This design comes from an exercise in tuning for small area, a short achievable clock period and few clock cycles per item on the open sky130 flow, not from production work. No run shown here included a check of the RTL's function; only the layout flow was run.

## flow/design.v (module list and top-level ports; edited modules follow where they fit)
// module barometer_pressure_compensation_unit: 1253 lines
module barometer_pressure_compensation_unit (
    input  wire logic        clk,
    input  wire logic        rst_n,
    input  wire logic        s_tvalid,
    output logic             s_tready,
    input  wire logic [23:0] s_tdata,
    output logic             m_tvalid,
    input  wire logic        m_tready,
    output logic [23:0]      m_tdata,
    output logic [0:0]       m_tuser,
    input  wire logic        cfg_we,
    input  wire logic [bpc_pkg::CFG_ADDR_BITS-1:0] cfg_addr,
    input  wire logic [bpc_pkg::COEF_BITS-1:0]     cfg_wdata
);
  // ...
==> flow/flow/run.sh <==
#!/bin/bash
# The standard layout, with one step added between synthesis and floorplan:
# polarity.py removes inverters around the full-adder cells of the synthesized
# netlist (a full adder complements both outputs when its three inputs are
# complemented, so each fa cell can take its inputs in whichever polarity needs
# fewer inverters), and gives each fa cell's latest-arriving input its carry
# input pin, the fastest of the three (the cell is symmetric in them). Registers, cells other than inverters and every other step
# are the standard flow's, except that the ports are buffered with buf_2 cells
# (BUFFER_PORTS_ARGS) rather than the slow delay-buffer cell the resizer picks.
set -euo pipefail
res=orfs/results/${FLOW_PLATFORM}/barometer_pressure_compensation_unit/base
bash standard.sh synth > standard_synth.log 2>&1
cp "$res/1_2_yosys.v" synth_netlist.v
python3 flow/polarity.py synth_netlist.v "$res/1_2_yosys.v" > polarity.log 2>&1
touch "$res/1_2_yosys.v"
bash standard.sh "BUFFER_PORTS_ARGS=-buffer_cell sky130_fd_sc_hd__buf_2" finish > standard_finish.log 2>&1
==> flow/flow/polarity.py <==
#!/usr/bin/env python3
"""Removes inverters around full-adder cells of a flat sky130 gate netlist.

A full adder is self-dual: complementing its three inputs complements both
outputs.  Each fa cell may therefore be "flipped" (inputs and outputs taken
in complemented form) without changing what the netlist computes.  The script
collapses the netlist's inverters, picks a flip for every fa cell by local
search so that as few signals as possible are needed in both polarities, and
writes the netlist back with one inverter per signal that still needs its
complement.  Flip-flops, ports and every other cell are left as they are.

usage: polarity.py IN.v OUT.v
"""
import re
import sys
import random

OUT_PINS = {"X", "Y", "Q", "Q_N", "SUM", "COUT", "HI", "LO", "GCLK"}
INV_RE = re.compile(r"^sky130_fd_sc_hd__(inv|clkinv)_\d+$")
FA_RE = re.compile(r"^sky130_fd_sc_hd__fa_\d+$")


def esc(net):
    """an escaped identifier ends at white space"""
    return net + " " if net.startswith("\\") else net


def parse(text):
    m = re.search(r"^\s*module\s+(\w+)\s*\((.*?)\);", text, re.S | re.M)
    ports = [p.strip() for p in m.group(2).split(",")]
    cell_re = re.compile(r"^  (sky130_fd_sc_hd__\w+)\s+(\S+)\s*\((.*?)\n  \);\n", re.S | re.M)
    cells = []
    spans = []
    for cm in cell_re.finditer(text):
        pins = {}
        for pm in re.finditer(r"\.(\w+)\(([^()]*)\)", cm.group(3)):
            pins[pm.group(1)] = pm.group(2).strip()
        cells.append([cm.group(1), cm.group(2), pins])
        spans.append((cm.start(), cm.end()))
    return ports, cells, spans


# rough delays (ns) for ordering the inputs of each full adder: its carry input
# is its fastest, so the latest-arriving signal goes there
FA_SUM = {"A": 0.53, "B": 0.50, "CIN": 0.48}
FA_COUT = {"A": 0.42, "B": 0.39, "CIN": 0.36}


def permute_fa_inputs(final, is_port):
    drv = {}
    for key, (typ, name, pins) in final.items():
        for p, n in pins.items():
            if p in OUT_PINS:
                drv[n] = key
    seq = lambda t: ("dfrtp" in t or "dfxtp" in t or "edfxtp" in t or "dfstp" in t
                     or "conb" in t or "dlx" in t)
    arr = {}
    state = {}

    def arrival(net):
        if net in arr:
            return arr[net]
        stack = [net]
        while stack:
            n = stack[-1]
            if n in arr:
                stack.pop()
                continue
            key = drv.get(n)
            if key is None:
                arr[n] = 1.7 if is_port(n) else 0.0
                stack.pop()
                continue
            typ, name, pins = final[key]
            if seq(typ):
                arr[n] = 0.45
                stack.pop()
                continue
            ins = [m for p, m in pins.items() if p not in OUT_PINS]
            todo = [m for m in ins if m not in arr]
            if todo:
                if state.get(n) == "visiting":
                    raise RuntimeError("combinational loop at " + n)
                state[n] = "visiting"
                stack.extend(todo)
                continue
            if FA_RE.match(typ):
                order = sorted((pins["A"], pins["B"], pins["CIN"]), key=lambda m: arr[m])
                a = dict(zip(("A", "B", "CIN"), order))
                pins.update(a)
                tsum = max(arr[a[p]] + FA_SUM[p] for p in a)
                tco = max(arr[a[p]] + FA_COUT[p] for p in a)
                arr[pins["SUM"]] = tsum
                arr[pins["COUT"]] = tco
            else:
                d = 0.06 if INV_RE.match(typ) else (0.3 if "__ha_" in typ else 0.2)
                t = max(arr[m] for m in ins) + d if ins else 0.0
                for p, m in pins.items():
                    if p in OUT_PINS:
                        arr[m] = t
            stack.pop()
        return arr[net]

    before = {k: (v[2]["A"], v[2]["B"], v[2]["CIN"]) for k, v in final.items() if FA_RE.match(v[0])}
    for key, (typ, name, pins) in final.items():
        for p, n in pins.items():
            if p in OUT_PINS:
                arrival(n)
    return sum(1 for k, v in before.items()
               if (final[k][2]["A"], final[k][2]["B"], final[k][2]["CIN"]) != v)


def main():
    src, dst = sys.argv[1], sys.argv[2]
    text = open(src).read()
    ports, cells, spans = parse(text)
    assert "assign" not in text, "netlist has assign statements"

    def is_port(net):
        base = net.lstrip("\\").split("[")[0].strip()
        return base in ports

    driver = {}            # net -> (cell index, pin)
    loads = {}             # net -> list of (cell index, pin)
    for i, (typ, name, pins) in enumerate(cells):
        for p, n in pins.items():
            if p in OUT_PINS:
                assert n not in driver, f"two drivers on {n}"
                driver[n] = (i, p)
            else:
                loads.setdefault(n, []).append((i, p))

    # inverters that may be collapsed: input driven by a cell, output feeding only cells
    inv = set()
    for i, (typ, name, pins) in enumerate(cells):
        if INV_RE.match(typ):
            a, y = pins["A"], pins["Y"]
            if a in driver and not is_port(a) and not is_port(y) and y in loads:
                inv.add(i)

    def root(net):
        pol = 0
        while net in driver and driver[net][0] in inv:
            net = cells[driver[net][0]][2]["A"]
            pol ^= 1
        return net, pol

    fa = [i for i, c in enumerate(cells) if FA_RE.match(c[0])]
    faidx = {i: k for k, i in enumerate(fa)}
    # requirements: for each root net, list of (fa index or -1, polarity)
    req = {}
    for i, (typ, name, pins) in enumerate(cells):
        if i in inv:
            continue
        for p, n in pins.items():
            if p in OUT_PINS:
                continue
            r, pol = root(n)
            req.setdefault(r, []).append((faidx.get(i, -1), pol, i, p))
    src_fa = {}
    for r in req:
        if r in driver and driver[r][0] in faidx:
            src_fa[r] = faidx[driver[r][0]]
    touch = [[] for _ in fa]
    for r, lst in req.items():
        ks = {k for k, _, _, _ in lst if k >= 0}
        if r in src_fa:
            ks.add(src_fa[r])
        for k in ks:
            touch[k].append(r)

    x = [0] * len(fa)

    def cost(r):
        sp = x[src_fa[r]] if r in src_fa else 0
        for k, pol, _, _ in req[r]:
            if (pol ^ (x[k] if k >= 0 else 0)) != sp:
                return 1
        return 0

    def total():
        return sum(cost(r) for r in req)

    start = total()
    best = list(x)
    best_cost = start
    rng = random.Random(1)
    for trial in range(8):
        if trial:
            x = [v if rng.random() < 0.8 else 1 - v for v in best]
        improved = True
        while improved:
            improved = False
            for k in range(len(fa)):
                rs = set(touch[k])
                before = sum(cost(r) for r in rs)
                x[k] ^= 1
                after = sum(cost(r) for r in rs)
                if after < before:
                    improved = True
                else:
                    x[k] ^= 1
        c = total()
        if c < best_cost:
            best, best_cost = list(x), c
    x = best

    # rewrite: drop collapsed inverters, add one inverter per root that needs it
    newpins = {}
    added = []
    decl = []
    for r, lst in req.items():
        sp = x[src_fa[r]] if r in src_fa else 0
        comp = None
        for k, pol, i, p in lst:
            need = pol ^ (x[k] if k >= 0 else 0)
            if need == sp:
                net = r
            else:
                if comp is None:
                    comp = f"polnet_{len(added)}"
                    added.append((r, comp))
                    decl.append(f"  wire {comp};\n")
                net = comp
            newpins.setdefault(i, {})[p] = net
    # final connections of every kept cell, and the added inverters
    final = {}
    for i, (typ, name, pins) in enumerate(cells):
        if i in inv:
            continue
        p2 = dict(pins)
        p2.update(newpins.get(i, {}))
        final[i] = [typ, name, p2]
    for j, (r, c) in enumerate(added):
        final[("pol", j)] = ["sky130_fd_sc_hd__inv_1", f"polinv_{j}", {"A": r, "Y": c}]
    permuted = permute_fa_inputs(final, is_port)
    out = []
    last = 0
    for i, (s, e) in enumerate(spans):
        out.append(text[last:s])
        last = e
        if i in inv:
            continue
        typ, name, pins = final[i]
        body = ",\n".join(f"    .{p}({esc(n)})" for p, n in pins.items())
        out.append(f"  {typ} {name} (\n{body}\n  );\n")
    tail = text[last:]
    body = "".join(out)
    ins = "".join(f"  sky130_fd_sc_hd__inv_1 polinv_{j} (\n    .A({esc(r)}),\n    .Y({c})\n  );\n"
                  for j, (r, c) in enumerate(added))
    tail = tail.replace("endmodule", ins + "endmodule", 1)
    # declare the new nets after the module's port list declarations
    k = body.find("  wire ")
    body = body[:k] + "".join(decl) + body[k:]
    open(dst, "w").write(body + tail)
    print(f"fa cells {len(fa)}, flipped {sum(x)}; inverters collapsed {len(inv)}, "
          f"signals needing a complement {start} -> {best_cost}, inverters written {len(added)}; "
          f"fa cells with inputs reordered {permuted}")


main()
==> flow/standard.sh <==
#!/bin/bash
# synth_recipe.tcl (not shown) runs the flow's synth.tcl, then flattens the netlist and writes it again
# the make line also repeats each setting of config.mk as NAME=value (left out here)
make -C /OpenROAD-flow-scripts/flow DESIGN_CONFIG=/design/flow/config.mk WORK_HOME=/design/flow/orfs CLKGATE_MAP_FILE= SYNTH_SCRIPT=/design/flow/synth_recipe.tcl "${@:-finish}"
==> flow/config.mk <==
export PLATFORM = sky130hd
export DESIGN_NAME = barometer_pressure_compensation_unit
export DESIGN_NICKNAME = barometer_pressure_compensation_unit
export VERILOG_FILES = /design/flow/design.v
export SDC_FILE = /design/flow/constraint.sdc
export NUM_CORES = 4
export LEC_CHECK = 0
export ABC_AREA = 1
export CAP_MARGIN = 20
export CORE_MARGIN = 2
export CORE_UTILIZATION = 40
export SETUP_SLACK_MARGIN = 2.5
export SLEW_MARGIN = 20
==> flow/constraint.sdc <==
create_clock -name core_clock -period 7.5 [get_ports {clk}]
set_input_delay 1.5000 -clock core_clock [delete_from_list [all_inputs] [get_ports {clk}]]
set_output_delay 1.5000 -clock core_clock [all_outputs]
set_load 0.01 [all_outputs]
==> impl_metrics.tcl, run 1 <==
set metrics [dict create \
    slowest_stage "fa_1" \
    cp-endpoint "c4_reg" \
    slew_headroom_pct 42.2 \
    clk_pin_slew_ns 0.06 \
    inv_count 511 \
    grt_use_met3_pct 3.17 \
    die_h_um 276 \
    grt_usage_pct 22.0 \
    path_class "flop to flop" \
    max_stage_delay_ns 0.47 \
    start_util_pct 40.4 \
    status "no timing/DRC/antenna violations" \
    cp_max_fo 3 \
    dp_hpwl_mm 63.0 \
    top_area_cell_class "multi-input gates" \
    final_core_util_pct 46.8 \
    path_buf_inv 4 \
    layout-drive-gt1-share_pct 15.2 \
    busiest_layer "met2" \
    syn-num-nets 3635 \
    hold_ws_ns 0.417 \
    reg2reg_to "c4_reg" \
    fin_tns_setup_ns 0 \
    nets 3821 \
]
==> run 2: changes to the inputs <==
--- a/flow/design.v
+++ b/flow/design.v
@@ -43,20 +43,19 @@
     logic [3:0]  vld;
     logic        en;
     logic [9:0]  p1_reg, t1_reg;
     logic [3:0]  tk_next, tk2_reg;
     logic [11:0] temp_next;
     logic [25:0] x_next, x2_reg;
     logic [27:0] y_next, y2_reg;
     logic [9:0]  p2_reg, t2_reg;
-    logic        c3_reg;
-    logic [36-1:0] ra3_reg, rb3_reg;
+    logic [44-1:0] ra3_reg, rb3_reg;
     logic [11:0] temp3_reg;
-    logic [36-1:0] s_full;
+    logic [44-1:0] s_full;
     logic [25:0] v;
     logic        clip_lo4_reg, clip_hi4_reg;
     logic [12:0] hl;
     logic [11:0] h4_reg;
     logic [2:0]  g4_reg;
     logic        c4_reg;
     logic [11:0] temp4_reg;
     logic [12:0] q2;
@@ -1222,25 +1221,18 @@
     wire [43:0] tc_rb = {tc_s78, tc_s76, tc_s74, tc_s72, tc_s70, tc_s68, tc_s66, tc_s64, tc_s62, tc_s60, tc_s58, tc_s56, tc_s54, tc_s52, tc_s50, tc_s48, tc_s46, tc_s44, tc_s42, tc_s40, tc_s38, tc_s36, tc_s34, tc_s32, tc_s30, tc_s28, tc_s26, tc_s24, tc_s22, tc_s20, tc_s18, tc_s16, tc_s14, tc_s12, tc_s10, tc_s8, tc_s6, 1'b0, tc_s2, tc_s1, tc_s0, tb_rb[2], tb_rb[1], tb_rb[0]};
     assign x_next = ta_ra + ta_rb;
     assign y_next = ty_ra + ty_rb;
     assign tk_next = 4'(t1_reg >= 10'd17)  + 4'(t1_reg >= 10'd124) + 4'(t1_reg >= 10'd231)
                    + 4'(t1_reg >= 10'd338) + 4'(t1_reg >= 10'd445) + 4'(t1_reg >= 10'd552)
                    + 4'(t1_reg >= 10'd659) + 4'(t1_reg >= 10'd766) + 4'(t1_reg >= 10'd873)
                    + 4'(t1_reg >= 10'd980);
     assign temp_next = bpc_pkg::T_BASE + 12'(tk2_reg) - 12'(t2_reg) - 12'({t2_reg, 1'b0});
-    logic [8:0] lo_sum;
-    assign lo_sum = {1'b0, tc_ra[7:0]} + {1'b0, tc_rb[7:0]};
-    always_ff @(posedge clk)
-    begin
-        if (en)
-            c3_reg <= lo_sum[8];
-    end
-    assign s_full = ra3_reg + rb3_reg + 36'(c3_reg);
-    assign v      = s_full[36-1:10];
+    assign s_full = ra3_reg + rb3_reg;
+    assign v      = s_full[44-1:18];
     assign hl     = 13'(v[21:10]) + 13'(v[9:0]);
     always_comb
     begin
         q2 = {h4_reg, 1'b1} + {9'd0, g4_reg, c4_reg};
         if (clip_lo4_reg)
             pres = 12'd0;
         else if (clip_hi4_reg)
             pres = 12'd4095;
@@ -1253,18 +1245,18 @@
         begin
             p1_reg       <= s_tdata[9:0];
             t1_reg       <= s_tdata[19:10];
             x2_reg       <= x_next;
             y2_reg       <= y_next;
             p2_reg       <= p1_reg;
             t2_reg       <= t1_reg;
             tk2_reg      <= tk_next;
-            ra3_reg      <= tc_ra[43:8];
-            rb3_reg      <= tc_rb[43:8];
+            ra3_reg      <= tc_ra[43:0];
+            rb3_reg      <= tc_rb[43:0];
             temp3_reg    <= temp_next;
             clip_lo4_reg <= v[25];
             clip_hi4_reg <= !v[25] && ((|v[24:22]) || (&v[21:12]));
             h4_reg       <= v[21:10];
             g4_reg       <= hl[12:10];
             c4_reg       <= (&hl[9:3]) && (4'(hl[2:0]) + 4'(hl[12:10]) >= 4'd7);
             temp4_reg    <= temp3_reg;
         end
==> flow/run.sh (new file) <==
#!/bin/bash
# synth_recipe.tcl (not shown) runs the flow's synth.tcl, then flattens the netlist and writes it again
# the make line also repeats each setting of config.mk as NAME=value (left out here)
make -C /OpenROAD-flow-scripts/flow DESIGN_CONFIG=/design/flow/config.mk WORK_HOME=/design/flow/orfs CLKGATE_MAP_FILE= SYNTH_SCRIPT=/design/flow/synth_recipe.tcl finish
removed: flow/flow/run.sh
removed: flow/flow/polarity.py
removed: flow/standard.sh
==> run 2 against run 1 <==
Via count is 10% higher. Setup slack got worse by 0.019 ns. Cell count increased by 17%. Routed wire length grew 6.5%. Critical path depth is 9 lower. Cell area increased by 10%. Clock skew rose by 0.0042 ns. Highest routed layer unchanged.
==> impl_metrics.tcl, run 2 <==
set metrics [dict create \
    period_needed_ns 4.97 \
    yosys_warnings 1 \
    worst_pin_slew_ns 0.868 \
    yosysMostFrequentCell "inv_1" \
    grt_pass1_vias 25019 \
    cts_buffers 40 \
    fillerInstances 7562 \
    synth_top_area_share_pct 29.5 \
    core-area_um2 79100 \
    firstDrtPassIters 5 \
    yosys_most_used_dff "edfxtp_1" \
    syn-num-nets 4216 \
    grt_usage_pct 21.5 \
    postLayoutSetupSlackWorst_ns 2.53 \
    cts_root_buffer "clkbuf_16" \
    drv_cap 0 \
    yosys-top-cells-count "970 x inv_1, 584 x nand2_1, 399 x fa_1" \
    regArea_um2 9660 \
    yosys.area.top_type "edfxtp_1" \
    fin_worst_skew_ns 0.0344 \
    detail_route.wl_per_cell_um 18.1 \
    start_util_pct 40.5 \
    die_area_um2 82400 \
    ant_nets 0 \
    die_w_um 287 \
    drcViolationCount 0 \
    cp_max_fo 6 \
    postSynth.asyncResetShare_pct 2.48 \
    hold_depth 0 \
    antenna_found_initial 0 \
    final_common_cell "inv_1" \
    crit_arrival_ns 5.30 \
    rsz0062_at_grt "yes" \
    die_h_um 287 \
    cp_top_family "adder cells" \
    antenna_cells 0 \
    finalHoldViolCount 0 \
    ys_seq_area_share_pct 30.2 \
    path_class "flop to flop" \
    report.final.setup_viol 0 \
    io_pins 74 \
    synth_edf_count 315 \
    ys_ff_latch 323 \
    port_buffers 69 \
    multi_input_area_um2 19500 \
    fin_tns_setup_ns 0 \
    largest_reg_flops 42 \
    synth_area_leaders "edfxtp_1 30%, fa_1 25%, inv_1 11%" \
    drt-initial-drc-count 1658 \
    dp_hpwl_mm 68.4 \
    fin_crit_sh_pct 66.3 \
    worstHoldPathType "flop to flop" \
    worstPathCellList "inv_2 -> nor2_4 -> inv_2 -> nor2_1 -> buf_4 -> clkinvlp_4 -> o22ai_2 -> a21oi_1 -> fa_2 -> fa_1 -> fa_1 -> inv_1 -> ha_1 -> a21oi_2 -> o21ai_0 -> o21bai_1 -> a21oi_2 -> inv_1 -> a21oi_1 -> o21a_1 -> xnor2_1" \
    reg2reg_from "t1_reg[3]" \
    clk_pin_slew_ns 0.06 \
    areaGrowthSynthToFinish_pct 17.5 \
    cts.sinks 323 \
    syn_avg_cell_area_um2 8.98 \
    place_ws_ns 1.72 \
    max_stage_delay_ns 0.59 \
    grt_max_degree 115 \
    slowest_stage "edfxtp_1" \
    wl_mm 88.0 \
    cts_tree "yes" \
    nets 4424 \
    slew_headroom_pct 42.2 \
    synth_area_um2 32000 \
    reg2reg_slack_ns 2.53 \
    min-delay-start "p1_reg[8]" \
    reg2reg_to "x2_reg[20]" \
    path_buf_inv 6 \
    hold_buffers 0 \
    placed_area_um2 34000 \
    status "no timing/DRC/antenna violations" \
    synth_cell_types 56 \
    layout-drive-gt1-share_pct 13.6 \
    clock_latency_ns 0.58 \
    min_to "p2_reg[8]" \
    final_cell_mix "932 x inv_1, 560 x nand2_1, 375 x fa_1" \
    design_area_um2 37600 \
    report.final.slew_viol_count 0 \
    cp-start-kind "flop" \
    vias 24422 \
    max_clock_freq_mhz 201 \
    place_congestion 0.944 \
    cts_htree_levels 2 \
    cp-end-kind "flop" \
    synthCells 3567 \
    grt_pass1_wl_mm 138 \
    cts_max_path_buffers 3 \
    reg2reg_depth 21 \
    cp.required_ns 7.83 \
    grt.overflow.total 0 \
    viasPerCell 5.03 \
    rows 103 \
]
[run 2: worst register-to-register path, delay by kind of cell (launching register included)]
kind / cells / cell delay, ns
simple gates: 2 / 0.21
flops: 1 / 0.59
xor+xnor: 1 / 0.20
fa+ha+maj: 4 / 1.87
buf+inv: 6 / 0.63
compound gates: 8 / 1.24
[run 2: cells by family after synthesis]
group,synth area share [%]
buf+inv,12.4
xor+xnor,2.57
simple gates,11.7
compound gates,10.3
fa+ha+maj,32.9
flops,30.2
[run 2: final cells by class]
cell class,count,area share (%)
Multi-Input combinational cell,2187,51.7
Sequential cell,323,25.7
Inverter,981,10.0
Timing Repair Buffer,242,5.64
Tap cell,1050,3.49
Clock buffer,48,2.80
Clock inverter,24,0.658
[run 2: metal layers]
layer / global-route usage [%] / vias up / share of wire [%]
li1: - / 11575 / -
met1: 26.7 / 11873 / 41
met2: 38.4 / 766 / 50
met3: 2.52 / 208 / 5.3
met4: 7.63 / 0 / 4.0
met5: 0 / - / 0
[run 2: worst max-delay path by stage]
stage,to,from,slack [ns],cells after the start
final,x2_reg[20],t1_reg[3],2.53,21
after floorplan,rb3_reg[31],p2_reg[3],2.66,12
after global routing,c4_reg,ra3_reg[14],2.16,29
after CTS,x2_reg[24],t1_reg[4],2.43,23
after global placement,x2_reg[24],t1_reg[4],1.75,22
after detailed placement,x2_reg[24],t1_reg[4],1.72,22
[run 2: through the flow]
| step | hold WS [ns] | util (%) | instances |
|---|---|---|---|
| after floorplan | 0.400 | - | 3567 |
| after global placement | 0.402 | 42.9 | 4637 |
| after detailed placement | 0.405 | 42.9 | 4637 |
| after CTS | 0.391 | 45.8 | 4761 |
| after global routing | 0.399 | 47.6 | 4855 |
| final | 0.393 | 47.6 | 4855 |
[run 2: repair_timing]
| item | 4_1_cts | 5_1_grt |
|---|---|---|
| pin swaps | 33 | 60 |
| gates cloned | 0 | 0 |
| resized for setup | 131 | 181 |
| buffers inserted | 52 | 94 |
| endpoints found under the setup margin | 47 | 40 |

[afterwards: timing with drivers on the ports]
Ports are ideal in the flow. The routed layouts listed here were re-timed in OpenROAD.
Step 1 sets driving cells, clkbuf_16 on the clock port and buf_2 on the other inputs (assumed; they add their load-dependent delay and slew).
Step 2 times the ports against the registers' clock, not the clock port: input delays grow and output delays shrink by t, the midpoint of the rising clock arrivals with the driver on.
Slacks: ideal ports / drivers / drivers and shift; pairs: ideal ports / drivers.
run	t (ns)	setup slack, ns	worst setup path at the end	worst slew at a driven data input, ns
run 1	0.609	2.545 / 2.545 / 2.545	register to register	0.05
run 2	0.635	2.526 / 2.526 / 2.526	register to register	0.04
After both steps every run listed still meets setup and hold.
